From an optimization exercise on the open Yosys and OpenROAD flow, aimed at small area, a short achievable clock period and few clock cycles; shortcuts taken in it are not production practice.
Where RTL was checked, it was by simulation tests only, not by an equivalence proof against the original.
No activity file was given, so power comes from the tool's default toggle rates.

==> module histogram_top, before the edit <==
module histogram_top (
  input  logic                             port_0_clock,
  input  logic                             rst,
  input  logic                             in_valid,
  output logic                             in_ready,
  input  logic [hist_pkg::sample_width-1:0] in_sample,
  input  logic                             cmd_valid,
  output logic                             cmd_ready,
  input  logic                             cmd_op,
  input  logic [hist_pkg::bin_width-1:0]   cmd_bin,
  output logic                             rsp_valid,
  output logic [hist_pkg::count_width-1:0] rsp_count
);
  localparam int BW = hist_pkg::bin_width;
  localparam int CW = hist_pkg::count_width;
  localparam int NB = hist_pkg::bin_count;
  function automatic logic [7:0] oct(input logic [2:0] v);
    oct = 8'b0000_0001 << v;
  endfunction
  logic [CW-1:0] mem [NB];
  logic          rdy_q;
  logic          rdy_out_q;
  logic          hold_op;
  logic [BW-1:0] hold_bin;
  logic          s0_v;
  logic          s0_smp;    
  logic          s0_clr;    
  logic [BW-1:0] s0_bin;
  logic [NB-1:0] s0_row;    
  logic          s1_smp;    
  logic          s1_wclr;   
  logic          s1_cmd;    
  logic [BW-1:0] s1_bin;
  logic [CW-1:0] s1_rd_a;   
  logic [CW-1:0] s1_rd_b;   
  logic          s1_fsel;   
  logic [CW-1:0] s1_fd;     
  logic [CW-1:0] s1_rdj;    
  logic [CW-1:0] s1_old;
  logic [CW-1:0] s1_new;
  logic [7:0]    s2_hi;
  logic [7:0]    s2_lo;
  logic [CW-1:0] s2_data;
  logic          acc_in;
  logic          acc_cmd;
  logic [BW-1:0] nxt_bin;
  logic [CW-1:0] rd_a;
  logic [CW-1:0] rd_b;
  logic          s0_isclr;
  logic          hit1;
  logic          hit2;
  assign in_ready  = rdy_out_q;
  assign cmd_ready = rdy_out_q;
  assign acc_in  = in_valid && rdy_q;
  assign acc_cmd = cmd_valid && rdy_q;
  always_ff @(posedge port_0_clock) begin
    if (rst) begin
      rdy_q <= 1'b1;
      rdy_out_q <= 1'b1;
      s0_v <= 1'b0;
    end else begin
      rdy_q <= !(acc_in && acc_cmd);
      rdy_out_q <= !(acc_in && acc_cmd);
      s0_v <= !rdy_q || acc_in || acc_cmd;
    end
  end
  always_comb begin
    if (!rdy_q) begin
      nxt_bin = hold_bin;
    end else if (acc_in) begin
      nxt_bin = in_sample[hist_pkg::sample_width-1 -: BW];
    end else begin
      nxt_bin = cmd_bin;
    end
  end
  always_ff @(posedge port_0_clock) begin
    if (acc_cmd) begin
      hold_op <= cmd_op;
      hold_bin <= cmd_bin;
    end
    if (!rdy_q) begin
      s0_smp <= 1'b0;
      s0_clr <= !hold_op;
    end else if (acc_in) begin
      s0_smp <= 1'b1;
      s0_clr <= 1'b0;
    end else begin
      s0_smp <= 1'b0;
      s0_clr <= !cmd_op;
    end
    s0_bin <= nxt_bin;
    s0_row <= NB'(1) << nxt_bin;
  end
  always_comb begin
    rd_a = '0;
    rd_b = '0;
    for (int r = 0; r < NB/2; r++) begin
      rd_a = rd_a | (mem[r] & {CW{s0_row[r]}});
      rd_b = rd_b | (mem[NB/2+r] & {CW{s0_row[NB/2+r]}});
    end
  end
  assign s0_isclr = !s0_smp && s0_clr;
  assign hit1 = s1_smp && (s1_bin == s0_bin);
  assign hit2 = |(s2_hi & oct(s0_bin[5:3])) && |(s2_lo & oct(s0_bin[2:0]));
  always_ff @(posedge port_0_clock) begin
    if (rst) begin
      s1_smp <= 1'b0;
      s1_wclr <= 1'b0;
      s1_cmd <= 1'b0;
    end else begin
      s1_smp <= s0_v && s0_smp;
      s1_wclr <= s0_v && s0_isclr;
      s1_cmd <= s0_v && !s0_smp;
    end
  end
  always_ff @(posedge port_0_clock) begin
    s1_bin <= s0_bin;
    s1_rd_a <= rd_a;
    s1_rd_b <= rd_b;
    s1_fsel <= s0_isclr || s1_wclr || hit1 || hit2;
    if (s0_isclr || s1_wclr) begin
      s1_fd <= '0;
    end else if (hit1) begin
      s1_fd <= s1_new;
    end else begin
      s1_fd <= s2_data;
    end
  end
  function automatic logic [CW-1:0] sat_inc(input logic [CW-1:0] v);
    sat_inc = (&v) ? v : v + 1'b1;
  endfunction
  assign s1_rdj = s1_rd_a | s1_rd_b;
  assign s1_old = s1_fsel ? s1_fd : s1_rdj;
  assign s1_new = s1_fsel ? sat_inc(s1_fd) : sat_inc(s1_rdj);
  always_ff @(posedge port_0_clock) begin
    if (rst) begin
      s2_hi <= '0;
      rsp_valid <= 1'b0;
    end else begin
      s2_hi <= s1_wclr ? 8'hff : s1_smp ? oct(s1_bin[5:3]) : '0;
      rsp_valid <= s1_cmd;
    end
  end
  always_ff @(posedge port_0_clock) begin
    s2_lo <= s1_wclr ? 8'hff : oct(s1_bin[2:0]);
    s2_data <= s1_wclr ? '0 : s1_new;
    rsp_count <= s1_old;
  end
  for (genvar b = 0; b < NB; b++) begin : g_bin
    logic we;
    assign we = s2_hi[b/8] && s2_lo[b%8];
    always_ff @(posedge port_0_clock) begin
      if (we) begin
        mem[b] <= s2_data;
      end
    end
  end
endmodule
clock: 5.0 ns
lec_check: 0
cap_margin: 40
core_margin: 2
core_utilization: 60
cts_cluster_diameter: 100
cts_cluster_size: 25
setup_slack_margin: 3.0
slew_margin: 45
tns_end_percent: 30
run.sh (not shown) runs the stock make flow with config.mk's settings and CLKGATE_MAP_FILE= SYNTH_SCRIPT=/design/flow/synth_recipe.tcl, a recipe that flattens the netlist after the stock synthesis.
==> next run, changes <==
--- a/flow/design.v
+++ b/flow/design.v
@@ -55,9 +55,9 @@
   logic          s1_fsel;   
   logic [CW-1:0] s1_fd;     
-  logic [CW-1:0] s1_rdj;    
   logic [CW-1:0] s1_old;
   logic [CW-1:0] s1_new;
-  logic [7:0]    s2_hi;
-  logic [7:0]    s2_lo;
+  logic          s2_wclr;
+  logic [7:0]    s2_hi;     
+  logic [7:0]    s2_lo;     
   logic [CW-1:0] s2_data;
   logic          acc_in;
@@ -137,30 +137,30 @@
     s1_rd_a <= rd_a;
     s1_rd_b <= rd_b;
-    s1_fsel <= s0_isclr || s1_wclr || hit1 || hit2;
+    s1_fsel <= s0_isclr || s1_wclr || hit1 || s2_wclr || hit2;
     if (s0_isclr || s1_wclr) begin
       s1_fd <= '0;
     end else if (hit1) begin
       s1_fd <= s1_new;
+    end else if (s2_wclr) begin
+      s1_fd <= '0;
     end else begin
       s1_fd <= s2_data;
     end
   end
-  function automatic logic [CW-1:0] sat_inc(input logic [CW-1:0] v);
-    sat_inc = (&v) ? v : v + 1'b1;
-  endfunction
-  assign s1_rdj = s1_rd_a | s1_rd_b;
-  assign s1_old = s1_fsel ? s1_fd : s1_rdj;
-  assign s1_new = s1_fsel ? sat_inc(s1_fd) : sat_inc(s1_rdj);
+  assign s1_old = s1_fsel ? s1_fd : (s1_rd_a | s1_rd_b);
+  assign s1_new = (&s1_old) ? s1_old : s1_old + 1'b1;
   always_ff @(posedge port_0_clock) begin
     if (rst) begin
+      s2_wclr <= 1'b0;
       s2_hi <= '0;
       rsp_valid <= 1'b0;
     end else begin
-      s2_hi <= s1_wclr ? 8'hff : s1_smp ? oct(s1_bin[5:3]) : '0;
+      s2_wclr <= s1_wclr;
+      s2_hi <= s1_smp ? oct(s1_bin[5:3]) : '0;
       rsp_valid <= s1_cmd;
     end
   end
   always_ff @(posedge port_0_clock) begin
-    s2_lo <= s1_wclr ? 8'hff : oct(s1_bin[2:0]);
+    s2_lo <= oct(s1_bin[2:0]);
     s2_data <= s1_wclr ? '0 : s1_new;
     rsp_count <= s1_old;
@@ -168,5 +168,5 @@
   for (genvar b = 0; b < NB; b++) begin : g_bin
     logic we;
-    assign we = s2_hi[b/8] && s2_lo[b%8];
+    assign we = s2_wclr || (s2_hi[b/8] && s2_lo[b%8]);
     always_ff @(posedge port_0_clock) begin
       if (we) begin
What happened:
- cell count is lower slightly
- first-iteration DRC count is lower by a few percent
- fmax is lower by a few percent
- combinational power is lower by a few percent
- worst hold slack is about the same
- via count is lower by a few percent
- power is higher slightly
- count of clock-buffer cells in the layout stays the same
- design area is higher slightly
- die area is lower slightly
Testbench counts after the change, summed over its fixed seeds: cycles 23,385.
Only the layout flow was run in the first run of this note; the RTL was not checked for function there.

==> port drivers added, routing unchanged <==
The flow's constraints put no driver on any port. The routed layouts listed below were extracted and timed again, unchanged, in two steps.
Step 1 assumes that a clkbuf_16 drives the clock port and a buf_2 every other input.
Step 2 times the ports against the registers' clock, not the clock port: input delays grow and output delays shrink by t, the midpoint of the rising clock arrivals with the driver on.
Three values: ideal ports, drivers, drivers and shift; two values: the first two.
run | t, ns | setup slack, ns | worst setup path after step 2 | worst register clock-pin slew, ns
the first run | 0.723 | 2.851 / 2.780 / 2.428 | input to register | 0.11 / 0.11
the second run | 0.719 | 2.736 / 2.736 / 2.393 | input to register | 0.10 / 0.10
After both steps setup and hold are still met in every run listed. For the first run, which loses most, drivers alone change the setup slack by -0.071 ns; drivers and shift together by -0.423 ns.
